This is an optimization exercise on Yosys and OpenROAD, whose aim is small area, not a production implementation. Only simulation tests tie the RTL to the original design; equivalence was not proved.

==> flow/design.v, too long to show whole: its modules and the start of the top module <==
// module conv_mac: 29 lines
// module stream_convolver: 8422 lines
module stream_convolver (
    input  logic           clk_i,
    input  logic           rst_ni,
    input  logic           en_i,
    input  logic [15:0]    data_i,
    input  logic [5:0]     stride_i,
    input  logic [13:0]    matrix_size_i,
    input  logic [143:0]   weights_i,
    output logic [31:0]    conv_o,
    output logic           valid_conv_o,
    output logic           end_conv_o
);
  // ...
==> flow/flow/run.sh <==
#!/bin/bash
# Standard ORFS layout (the standard.sh) with these changes:
#  - Yosys's generic pre-mapping ABC pass is skipped (SYNTH_ARGS=-noabc), so
#    extract_fa finds the design's full adders in their written polarity;
#  - the buffers ABC inserted are removed at floorplan (repair_design adds
#    back what slew and capacitance need);
#  - the port buffers are the smallest buffer cell;
#  - clock tree: smaller clock buffers, no dummy loads.
set -euo pipefail
bash standard.sh \
  SYNTH_ARGS=-noabc \
  REMOVE_ABC_BUFFERS=1 \
  "BUFFER_PORTS_ARGS=-buffer_cell sky130_fd_sc_hd__buf_1" \
  "CTS_ARGS=-sink_clustering_enable -repair_clock_nets -dont_use_dummy_load -sink_buffer_max_cap_derate 0.1 -buf_list {sky130_fd_sc_hd__clkbuf_4 sky130_fd_sc_hd__clkbuf_8}" \
  finish > flow_make.log 2>&1
==> flow/standard.sh <==
#!/bin/bash
# synth_recipe.tcl (not shown) runs the flow's synth.tcl, then flattens the netlist and writes it again
# the make line also repeats each setting of config.mk as NAME=value (left out here)
make -C /OpenROAD-flow-scripts/flow DESIGN_CONFIG=/design/flow/config.mk WORK_HOME=/design/flow/orfs CLKGATE_MAP_FILE= SYNTH_SCRIPT=/design/flow/synth_recipe.tcl "${@:-finish}"
==> flow/config.mk <==
export PLATFORM = sky130hd
export DESIGN_NAME = stream_convolver
export DESIGN_NICKNAME = stream_convolver
export VERILOG_FILES = /design/flow/design.v
export SDC_FILE = /design/flow/constraint.sdc
export NUM_CORES = 4
export LEC_CHECK = 0
export ABC_AREA = 1
export CAP_MARGIN = 15
export CORE_MARGIN = 2
export CORE_UTILIZATION = 65
export GPL_TIMING_DRIVEN = 0
export SLEW_MARGIN = 15
==> flow/constraint.sdc <==
create_clock -name core_clock -period 10.0 [get_ports {clk_i}]
set_input_delay 2.0000 -clock core_clock [delete_from_list [all_inputs] [get_ports {clk_i}]]
set_output_delay 2.0000 -clock core_clock [all_outputs]
set_load 0.01 [all_outputs]
==> flow_summary_export.csv, run 1 <==
group,metric,value,unit
floorplanning,num_rows,120,
worst_setup_path,r2r-start,"r_c1[5]",
synthesis,synth_commonest_cells,"fa_1, xor2_1, o22ai_1, edfxtp_1, nand2_1",
worst_setup_path,rr_worst_depth,15,
worst_setup_path,endpoint_kind,"output pin",
outcome,status,"finished clean",
floorplanning,dieArea,0.111,mm²
grt,grt_pass1_wl,396,mm
worst_hold_path,hold_class,"register to register",
synthesis,syn_area_per_cell,11.6,µm²
worst_setup_path,slowest_delay,0.57,ns
synthesis,synth_ff_type,"edfxtp_1",
clock_network,cts_tree,"done",
worst_hold_path,hp-start,"r_l1s0[4][7]",
final_layout,layoutNonFillerInstCount,7384,
timing,fmax,106,MHz
place,port_buffers,204,
detailed_routing,dr.pass1.iters,7,
synthesis,synth-compound-area-share,0.111,
synthesis,synth.distinct_cells,38,
timing,worst_slew_pin_slew,1.31,ns
synthesis,yosysMostFrequentCell,"fa_1",
final_layout,multi_input_area,0.0482,mm²
floorplanning,die_h,333,µm
timing,post-route-period-util,0.943,
final_layout,sh_seq_area,0.250,
synthesis,synth_edf_count,552,
final_layout,finalNetCount,7515,
clock_network,clockRootBuffer,"clkbuf_4",
worst_setup_path,cp_data_required_time,8.00,ns
worst_setup_path,cp_slowest_cell,"fa_1",
floorplanning,io_pins,217,
detailed_routing,post-route-drc-count,0,
grt,grt-ovfl-total,0,
synthesis,ys_seq_area_frac,0.262,
worst_setup_path,cp_common_cell,"fa_1",
synthesis,syn_area,0.0703,mm²
==> inputs of run 2 (changes only) <==
--- a/flow/flow/run.sh
+++ b/flow/flow/run.sh
@@ -11,5 +11,5 @@
   SYNTH_ARGS=-noabc \
   REMOVE_ABC_BUFFERS=1 \
   "BUFFER_PORTS_ARGS=-buffer_cell sky130_fd_sc_hd__buf_1" \
-  "CTS_ARGS=-sink_clustering_enable -repair_clock_nets -dont_use_dummy_load -sink_buffer_max_cap_derate 0.1 -buf_list {sky130_fd_sc_hd__clkbuf_4 sky130_fd_sc_hd__clkbuf_8}" \
+  "CTS_ARGS=-sink_clustering_enable -repair_clock_nets -dont_use_dummy_load -sink_buffer_max_cap_derate 0.25 -buf_list {sky130_fd_sc_hd__clkbuf_4 sky130_fd_sc_hd__clkbuf_8}" \
   finish > flow_make.log 2>&1
==> run 2 against run 1 <==
Net effect: still clean on timing, DRC and antenna; critical path depth is the same; core utilization shrank 0.090 points; wire length is 0.24% higher; final area is 0.13% lower; register-to-register slack lost 0.07 ns; area after synthesis is the same; final cell count up 0.85%; count of clock-buffer cells in the layout grew 59; fmax shrank 1.5%; synthesized cell count unchanged.
==> flow_summary_export.csv, run 2 <==
group,metric,value,unit
outcome,status,"finished clean",
synthesis,syn_inst,6063,
synthesis,async_reset_ff_frac,0.0297,
floorplanning,num_rows,120,
clock_network,htreeDepth,4,
synthesis,ys_seq_elements,639,
worst_hold_path,hold_class,"register to register",
final_layout,layout_commonest_cell,"fa_1",
detailed_routing,drtAntennaViolNets,0,
worst_setup_path,worstSetupPathType,"register to output pin",
place,place_congestion,1.10,
floorplanning,core,0.107,mm²
synthesis,yosysTopAreaCellShare,0.357,
timing,fmax,105,MHz
run,max_cap_viol_count,0,
floorplanning,dieArea,0.111,mm²
timing,fin_skew,0.0958,ns
detailed_routing,wl_per_cell,38.0,µm
floorplanning,die_x,333,µm
timing,finalSetupViolations,0,
place,dp_cells,7260,
clock_network,clkTransAtPathRegs,0.06,ns
synthesis,ys_seq_area_frac,0.262,
synthesis,ys_warn_count,9,
floorplanning,die_h,333,µm
floorplanning,initial_core_util,0.655,
grt,grt_pass1_wl,399,mm
detailed_routing,avgViaCountPerCell,7.24,
detailed_routing,post-route-drc-count,0,
synthesis,yosysTopAreaCell,"fa_1",
worst_setup_path,start_kind,"register",
clock_network,hold_buffers,0,
grt,grt-ovfl-total,0,
final_layout,finalNetCount,7574,
final_layout,area.growth.synth_to_final,4.70,%
grt,first_global_vias,54100,
clock_network,cts_tree,"done",
worst_setup_path,cp_data_required_time,8.00,ns
synthesis,synth_ff_type,"edfxtp_1",
timing,fin_tns_setup,0,ns
place,port_buffers,204,
worst_setup_path,cp.arrival,7.57,ns
timing,post-route-period-util,0.957,
place,hpwlAfterDp,217,mm
synthesis,synth.distinct_cells,38,
clock_network,cts_sinks,639,
clock_network,postCtsResizedCells,0,
clock_network,post_cts_buffers,0,
timing,slew_violations,0,
grt,antenna_found_initial,7,
worst_setup_path,endpoint_kind,"output pin",
detailed_routing,drt-total-wl,283,mm
synthesis,synth_edf_count,552,
clock_network,cts_buffers,162,
timing,min_period,9.57,ns
final_layout,reg_top3,"r_l1s0 (96), r_l2s0 (96)",
detailed_routing,vias,53900,
timing,slew_headroom,0.0773,
synthesis,syn_area_per_cell,11.6,µm²
clock_network,clk_latency,1.08,ns
grt,track_usage,0.517,
timing,finalHoldViolations,0,
final_layout,layoutNonFillerInstCount,7447,
worst_setup_path,worstPathMaxFanout,9,
grt,grt_max_degree,65,
detailed_routing,drtIter0Drc,8778,
synthesis,syn_area,0.0703,mm²
clock_network,clockRootBuffer,"clkbuf_4",
synthesis,synth_area_leaders,"fa_1, edfxtp_1, xor2_1",
floorplanning,io_pins,217,
synthesis,yosysMostFrequentCell,"fa_1",
final_layout,final_cell_mix,"fa_1, xor2_1, o22ai_1, edfxtp_1, nand2_1",
final_layout,layout-drive-gt1-share,0.0548,
clock_network,clockBufferDepth,3,
timing,rsz0062_at_grt,"false",
timing,worst_slew_pin_slew,1.37,ns
detailed_routing,dr.pass1.iters,9,
synthesis,synth_commonest_cells,"fa_1, xor2_1, o22ai_1, edfxtp_1, nand2_1",
[run 2: cell families after synthesis]
logic type	after synthesis	share of synthesized area
AOI/OAI and AO/OA	1264	0.111
xor gates and xnor gates	1263	0.160
adders and majority gates	1351	0.374
buffers and inverters	856	0.0522
DFF	639	0.262
muxes	2	0.000321
and+or+nand+nor	688	0.0397
[run 2: area by class of cell]
class | instances | area, µm²
tap | 1403 | 1760
sequential | 639 | 18400
inverter | 381 | 1430
antenna | 6 | 15.0
timing repair buffer | 288 | 2410
clock buffer | 162 | 1320
multi-input combinational | 4568 | 48200
fill | 7927 | 33600
[run 2: metrics by stage]
| step | hold slack, ns | cell area [µm²] | worst slack (ns) | utilization |
|---|---|---|---|---|
| floorplan | 0.400 | 68000 | 2.44 | - |
| global placement | 0.400 | 70500 | -19.48 | 0.658 |
| detailed placement | 0.405 | 71900 | 1.02 | 0.671 |
| CTS | 0.349 | 73200 | 0.477 | 0.683 |
| global route | 0.362 | 73500 | 0.298 | 0.686 |
| finish | 0.362 | 73600 | 0.431 | 0.686 |
[run 2: final timing paths]
path | startpoint | endpoint | slack, ns | cells after the start
worst min register to register | r_l2s0[0][14] | r_l2s0[1][14] | 0.36 | 0
worst max-delay path | r_ra[0] | conv_o[23] | 0.43 | 21
min in group asynchronous | rst_ni | r_row[2] | 0.89 | 1
worst max register to register | r_c1[5] | r_rb[16] | 1.50 | 15
worst min-delay path | r_l2s0[0][14] | r_l2s0[1][14] | 0.36 | 0
max in group asynchronous | rst_ni | r_started | 8.78 | 1
[run 2: critical path: stages, from the launching register on]
cell and delay [ns]:
dfxtp_1 0.30, ha_1 0.21, fa_1 0.39, fa_1 0.56
fa_1 0.45, fa_1 0.42, fa_1 0.40, fa_1 0.39
fa_1 0.42, fa_1 0.40, fa_1 0.40, fa_1 0.39
fa_1 0.62, nand3_2 0.26, nor3_4 0.09, inv_2 0.07
nor2_4 0.04, nand2_2 0.09, o21bai_4 0.11, ha_1 0.23
xor2_1 0.12, buf_1 0.16
[run 2: routing by layer]
layer | wire length [µm] | share of wire | GRT usage | vias up
met1 | 91900 | 0.32 | 0.638 | 26800
met4 | 30900 | 0.11 | 0.409 | 8
met5 | 464 | 0.0016 | 0.0165 | -
li1 | - | - | - | 20500
met3 | 44000 | 0.16 | 0.199 | 1335
met2 | 116000 | 0.41 | 0.727 | 5166
==> inputs of run 3 (changes only) <==
--- a/flow/flow/run.sh
+++ b/flow/flow/run.sh
@@ -11,5 +11,5 @@
   SYNTH_ARGS=-noabc \
   REMOVE_ABC_BUFFERS=1 \
   "BUFFER_PORTS_ARGS=-buffer_cell sky130_fd_sc_hd__buf_1" \
-  "CTS_ARGS=-sink_clustering_enable -repair_clock_nets -dont_use_dummy_load -sink_buffer_max_cap_derate 0.25 -buf_list {sky130_fd_sc_hd__clkbuf_4 sky130_fd_sc_hd__clkbuf_8}" \
+  "CTS_ARGS=-sink_clustering_enable -repair_clock_nets -dont_use_dummy_load -buf_list {sky130_fd_sc_hd__clkbuf_4}" \
   finish > flow_make.log 2>&1
==> run 3 against run 2 <==
Net effect: still clean; final area barely moved; flip-flop and latch count did not move; sequential share of layout area barely moved; critical path depth did not move; final cell count barely moved; synthesized cell count did not move; worst setup slack got worse by 0.025 ns; via count barely moved; hold slack got worse by 0.048 ns; non-clock buffer count rose by 1; critical path type unchanged.
==> flow_summary_export.csv, run 3 <==
group,metric,value,unit
synthesis,syn_area,0.0703,mm²
synthesis,ys_seq_area_frac,0.262,
timing,rsz0062_at_grt,"false",
synthesis,yosysTopAreaCell,"fa_1",
grt,first_global_vias,54100,
worst_setup_path,cp.depth,21,
worst_setup_path,worstPathMaxFanout,9,
synthesis,synth_commonest_cells,"fa_1, xor2_1, o22ai_1, edfxtp_1, nand2_1",
clock_network,clkTransAtPathRegs,0.06,ns
final_layout,final_cell_mix,"fa_1, xor2_1, o22ai_1, edfxtp_1, nand2_1",
synthesis,synth_ff_type,"edfxtp_1",
synthesis,async_reset_ff_frac,0.0297,
synthesis,synth_area_leaders,"fa_1, edfxtp_1, xor2_1",
final_layout,multi_input_area,0.0482,mm²
detailed_routing,drt-total-wl,283,mm
clock_network,clockBufferDepth,3,
timing,fmax,104,MHz
worst_setup_path,cp.arrival,7.59,ns
worst_setup_path,worstSetupPathType,"register to output pin",
synthesis,synth-compound-area-share,0.111,
detailed_routing,dr.pass1.iters,9,
place,dpl-instance-area,0.0719,mm²
final_layout,reg_top3,"r_l1s0 (96), r_l2s0 (96)",
worst_setup_path,critical_path.top_delay_family,"adder cells",
timing,worst_hold_slack,0.314,ns
synthesis,synth.distinct_cells,38,
worst_setup_path,cp_slowest_cell,"fa_1",
worst_hold_path,min_to,"r_l2s0[1][14]",
clock_network,cts_buffers,162,
clock_network,cts_tree,"done",
worst_setup_path,worst-path-buf-inv,2,
timing,finalSetupViolations,0,
place,hpwlAfterDp,217,mm
worst_setup_path,cp_data_required_time,8.00,ns
clock_network,htreeDepth,4,
worst_setup_path,cp_common_cell,"fa_1",
timing,worst_slew_pin_slew,1.30,ns
timing,min_period,9.59,ns
timing,slew_headroom,0.131,
final_layout,fillerInstances,7915,
clock_network,clockRootBuffer,"clkbuf_4",
synthesis,syn_inst,6063,
floorplanning,initial_core_util,0.655,
final_layout,finalNetCount,7575,
timing,fin_skew,0.146,ns
synthesis,synthXorXnorAreaFrac,0.160,
clock_network,post_cts_buffers,0,
grt,grt_pass1_wl,398,mm
place,place_congestion,1.10,
grt,track_usage,0.516,
clock_network,clk_latency,1.10,ns
floorplanning,core,0.107,mm²
final_layout,seqCellArea,0.0184,mm²
worst_setup_path,crit_chain,"ha_1 -> fa_1 -> fa_1 -> fa_1 -> fa_1 -> fa_1 -> fa_1 -> fa_1 -> fa_1 -> fa_1 -> fa_1 -> fa_1 -> nand3_2 -> nor3_4 -> inv_2 -> nor2_4 -> nand2_2 -> o21bai_4 -> ha_1 -> xor2_1 -> buf_1",
synthesis,synth_fa_ha_area_frac,0.374,
worst_hold_path,hold_class,"register to register",
worst_setup_path,slowest_delay,0.61,ns
synthesis,ys_warn_count,9,
detailed_routing,wl_per_cell,38.0,µm
synthesis,yosysMostFrequentCell,"fa_1",
detailed_routing,vias,53900,
floorplanning,dieArea,0.111,mm²
timing,post-route-period-util,0.959,
place,port_buffers,204,
final_layout,fin_area,0.0735,mm²
clock_network,hold_buffers,0,
worst_hold_path,whs_path_depth,0,
worst_hold_path,hp-start,"r_l2s0[0][14]",
synthesis,yosysTopAreaCellShare,0.357,
final_layout,area.growth.synth_to_final,4.64,%
timing,finalHoldViolations,0,
synthesis,synth_top_family_by_area,"adder cells",
synthesis,muxShareOfSynthArea,0.000321,
run,max_cap_viol_count,0,
worst_setup_path,endpoint_kind,"output pin",
synthesis,synthSimpleGateAreaFrac,0.0397,
detailed_routing,drtIter0Drc,8762,
worst_setup_path,r2r-start,"r_c2[1]",
worst_setup_path,start_kind,"register",
worst_setup_path,rr_worst_depth,17,
worst_setup_path,regToRegEndpoint,"r_rb[13]",
detailed_routing,drtAntennaViolNets,0,
floorplanning,io_pins,217,
synthesis,synth_edf_count,552,
worst_setup_path,r2r_slack,1.52,ns
grt,antenna_found_initial,5,
clock_network,cts_sinks,639,
final_layout,layout-drive-gt1-share,0.0550,
floorplanning,die_x,333,µm
detailed_routing,post-route-drc-count,0,
synthesis,ys_seq_elements,639,
floorplanning,num_rows,120,
grt,grt-ovfl-total,0,
synthesis,syn_area_per_cell,11.6,µm²
final_layout,layout_commonest_cell,"fa_1",
timing,fin_tns_setup,0,ns
outcome,status,"finished clean",
clock_network,postCtsResizedCells,0,
grt,grt_max_degree,65,
detailed_routing,avgViaCountPerCell,7.23,
floorplanning,die_h,333,µm
timing,slew_violations,0,
-- run 3: cell count changes in the layout (fill, tap and decap cells not counted) --
cell      change
clkbuf_4     +16
clkbuf_8     -16
buf_16        +3
diode_2       +2
buf_6         -1
buf_8         -1
-- run 3: kinds of logic after synthesis --
family                     after synthesis
buffers and inverters                  856
adders and majority gates             1351
xor gates and xnor gates              1263
muxes                                    2
and+or+nand+nor                        688
DFF                                    639
AOI/OAI and AO/OA                     1264
-- run 3: worst max path at each step --
stage,startpoint,endpoint,slack [ns]
floorplan,r_ra[0],conv_o[23],2.44
global route,r_ra[0],conv_o[23],0.26
detailed placement,data_i[9],r_rb[17],1.02
finish,r_ra[0],conv_o[23],0.41
CTS,r_ra[0],conv_o[23],0.45
global placement,en_i,w_seg_use[3],-19.48
-- run 3: cell type report --
class	instances	share of cell area
tap	1403	0.0239
multi-input combinational	4568	0.656
sequential	639	0.250
antenna	8	0.000272
clock buffer	162	0.0165
timing repair buffer	289	0.0336
inverter	381	0.0195
-- run 3: metrics by stage --
step | cells | setup slack [ns] | utilization
CTS | 7422 | 0.448 | 0.682
detailed placement | 7260 | 1.02 | 0.671
floorplan | 5588 | 2.44 | -
global placement | 7195 | -19.48 | 0.658
global route | 7445 | 0.258 | 0.686
finish | 7450 | 0.406 | 0.686
-- run 3: layer usage --
layer  GRT usage  wire, µm  vias up  share of wire
met4       0.411     31200        8           0.11
met1       0.631     92000    26800           0.33
met5     0.00912       374        -         0.0013
met3       0.212     43700     1313           0.15
li1            -         -    20600              -
met2       0.722    116000     5167           0.41
==> inputs of run 4 (changes only) <==
--- a/flow/config.mk
+++ b/flow/config.mk
@@ -9,5 +9,6 @@
 export CAP_MARGIN = 15
 export CORE_MARGIN = 2
 export CORE_UTILIZATION = 65
+export GPL_ROUTABILITY_DRIVEN = 0
 export GPL_TIMING_DRIVEN = 0
 export SLEW_MARGIN = 15
==> run 4 against run 3 <==
Net effect: first-iteration DRC count increased by 3.6%; flip-flop and latch count unchanged; hold slack got worse by 0.0040 ns; sequential share of layout area about the same; highest routed layer unchanged; still clean on timing, DRC and antenna; final area about the same; core utilization decreased by 0.052 points; global-route usage decreased by 2.4 points; non-clock buffer count decreased by 2; register-to-register slack about the same; fmax increased by 1.2%; critical endpoint unchanged.
==> flow_summary_export.csv, run 4 <==
group,metric,value,unit
detailed_routing,post-route-drc-count,0,
worst_setup_path,worstPathMaxFanout,9,
worst_setup_path,r2r-start,"r_b2[9]",
worst_setup_path,cp_data_required_time,8.00,ns
timing,finalHoldViolations,0,
synthesis,syn_area,0.0703,mm²
worst_setup_path,cp_common_cell,"fa_1",
clock_network,clockBufferDepth,3,
worst_hold_path,hold_class,"register to register",
worst_setup_path,crit_chain,"ha_1 -> fa_1 -> fa_1 -> fa_1 -> fa_1 -> fa_1 -> fa_1 -> fa_1 -> fa_1 -> fa_1 -> fa_1 -> fa_1 -> nand3_2 -> nor3_4 -> inv_2 -> nor2_4 -> nand2_2 -> o21bai_4 -> ha_1 -> xor2_1 -> buf_1",
place,place_ws,1.05,ns
detailed_routing,drtAntennaViolNets,0,
final_layout,finalNetCount,7579,
synthesis,synth_commonest_cells,"fa_1, xor2_1, o22ai_1, edfxtp_1, nand2_1",
synthesis,muxShareOfSynthArea,0.000321,
floorplanning,die_h,333,µm
floorplanning,die_x,333,µm
synthesis,ys_warn_count,9,
place,dpl-instance-area,0.0719,mm²
synthesis,synth.distinct_cells,38,
clock_network,clk_latency,1.10,ns
detailed_routing,vias,53800,
worst_setup_path,worstSetupPathType,"register to output pin",
grt,track_usage,0.492,
grt,grt_max_degree,65,
floorplanning,num_rows,120,
detailed_routing,avgViaCountPerCell,7.22,
timing,post-route-period-util,0.948,
clock_network,cts_tree,"done",
final_layout,area.growth.synth_to_final,4.56,%
timing,fin_ws,0.519,ns
synthesis,syn_inst,6063,
final_layout,layoutNonFillerInstCount,7450,
synthesis,synth_area_leaders,"fa_1, edfxtp_1, xor2_1",
timing,fin_skew,0.135,ns
floorplanning,dieArea,0.111,mm²
timing,finalSetupViolations,0,
synthesis,synthSimpleGateAreaFrac,0.0397,
timing,rsz0062_at_grt,"false",
clock_network,post_cts_buffers,0,
synthesis,yosysTopAreaCellShare,0.357,
detailed_routing,dr.pass1.iters,14,
detailed_routing,drt-total-wl,271,mm
worst_setup_path,r2r_slack,1.52,ns
worst_setup_path,crit_end,"conv_o[23]",
clock_network,clockRootBuffer,"clkbuf_4",
timing,min_period,9.48,ns
timing,fmax,105,MHz
worst_setup_path,regToRegEndpoint,"r_rb[20]",
worst_setup_path,cp.arrival,7.48,ns
floorplanning,io_pins,217,
timing,fin_tns_setup,0,ns
place,dp_cells,7261,
worst_setup_path,cp-startpoint,"r_ra[0]",
worst_setup_path,slowest_delay,0.58,ns
synthesis,ys_seq_elements,639,
grt,antenna_found_initial,10,
worst_setup_path,rr_worst_depth,18,
final_layout,reg_top3,"r_l1s0 (96), r_l2s0 (96)",
synthesis,yosysTopAreaCell,"fa_1",
synthesis,synth_fa_ha_area_frac,0.374,
final_layout,final_cell_mix,"fa_1, xor2_1, o22ai_1, edfxtp_1, nand2_1",
clock_network,hold_buffers,0,
timing,worst_hold_slack,0.310,ns
synthesis,async_reset_ff_frac,0.0297,
synthesis,synth_edf_count,552,
final_layout,layout_commonest_cell,"fa_1",
final_layout,layout-drive-gt1-share,0.0556,
detailed_routing,drtIter0Drc,9079,
floorplanning,core,0.107,mm²
place,hpwlAfterDp,205,mm
run,max_cap_viol_count,0,
clock_network,cts_sinks,639,
worst_setup_path,endpoint_kind,"output pin",
timing,slew_violations,0,
grt,grt_pass1_wl,382,mm
clock_network,clkTransAtPathRegs,0.06,ns
worst_setup_path,cp_slowest_cell,"fa_1",
clock_network,postCtsResizedCells,0,
final_layout,fin_area,0.0735,mm²
synthesis,synth-compound-area-share,0.111,
floorplanning,initial_core_util,0.655,
timing,slew_headroom,0.169,
synthesis,syn_area_per_cell,11.6,µm²
place,port_buffers,204,
grt,grt-ovfl-total,0,
clock_network,cts_buffers,168,
synthesis,synth_ff_type,"edfxtp_1",
synthesis,yosysMostFrequentCell,"fa_1",
timing,worst_slew_pin_slew,1.25,ns
synthesis,ys_seq_area_frac,0.262,
detailed_routing,wl_per_cell,36.4,µm
outcome,status,"finished clean",
synthesis,synthXorXnorAreaFrac,0.160,
worst_setup_path,start_kind,"register",
synthesis,synth_top_family_by_area,"adder cells",
clock_network,htreeDepth,4,
grt,first_global_vias,53000,
-- run 4: cell count changes in the layout (fill, tap and decap cells not counted) --
cell,before,now
dfxtp_2,3,2
dfxtp_4,0,1
buf_4,0,1
clkbuf_4,162,168
diode_2,8,4
buf_6,4,1
buf_16,26,21
buf_12,21,20
buf_8,34,40
-- run 4: layer usage --
| metal | track usage | up-vias | wire (µm) |
|---|---|---|---|
| met4 | 0.377 | 18 | 28400 |
| met1 | 0.606 | 27000 | 88800 |
| met5 | 0.0326 | - | 579 |
| li1 | - | 20600 | - |
| met3 | 0.235 | 1293 | 45200 |
| met2 | 0.665 | 4966 | 108000 |
-- run 4: critical path: cells and delay by family, from the launching register on --
family                   cells  cell delay [ns]
adder cells (fa/ha/maj)     13             5.16
flip-flops                   1             0.30
buffers and inverters        2             0.23
XOR/XNOR                     1             0.12
AND/OR/NAND/NOR              4             0.43
AO/OA/AOI/OAI                1             0.11
-- run 4: cells by family after synthesis --
kind of cell / count (synthesis)
flip-flops: 639
AO/OA/AOI/OAI: 1264
buffers and inverters: 856
XOR/XNOR: 1263
multiplexers: 2
AND/OR/NAND/NOR: 688
adder cells (fa/ha/maj): 1351
-- run 4: per-stage QoR --
stage / utilization
floorplan: -
global placement: 0.658
detailed placement: 0.671
CTS: 0.682
global route: 0.685
finish: 0.685
-- run 4: how the worst min path moves through the flow --
stage                            start           end  slack [ns]  cells after the start
after global routing      r_l1s0[0][4]  r_l1s0[1][4]        0.29                      0
after detailed placement  r_l1s0[1][2]  r_l1s0[2][2]        0.40                      0
after global placement    r_l1s0[2][8]  r_l1s0[3][8]        0.40                      0
final                     r_l1s0[0][4]  r_l1s0[1][4]        0.31                      0
after CTS                 r_l1s0[0][4]  r_l1s0[1][4]        0.29                      0
after floorplan           r_l1s0[0][0]  r_l1s0[1][0]        0.40                      0
-- run 4: layout make-up --
class	instances	area, µm²
repair buffers	287	2370
fillers	8251	33700
flip-flops and latches	639	18400
multi-input cells	4568	48200
inverters	381	1430
well taps	1403	1760
diodes	4	10.0
clock buffers	168	1260

==> port drivers added, routing unchanged <==
The flow's constraints put no driver on any port. The routed layouts listed below were extracted and timed again, unchanged, in two steps.
Step 1 sets driving cells, clkbuf_16 on the clock port and buf_2 on the other inputs (assumed; they add their load-dependent delay and slew).
Step 2 times the ports against the registers' clock, not the clock port: input delays grow and output delays shrink by t, the midpoint of the rising clock arrivals with the driver on.
a / b / c = ideal / step 1 / step 2; a / b = the first two.
run | t (ns) | setup WS [ns] | worst setup path at the end
run 1 | 1.079 | 0.572 / 0.485 / 0.928 | input to register
run 2 | 1.103 | 0.431 / 0.351 / 0.894 | input to register
run 3 | 1.105 | 0.406 / 0.324 / 0.893 | input to register
run 4 | 1.114 | 0.519 / 0.439 / 0.766 | input to register
After both steps setup and hold are still met in every run listed.
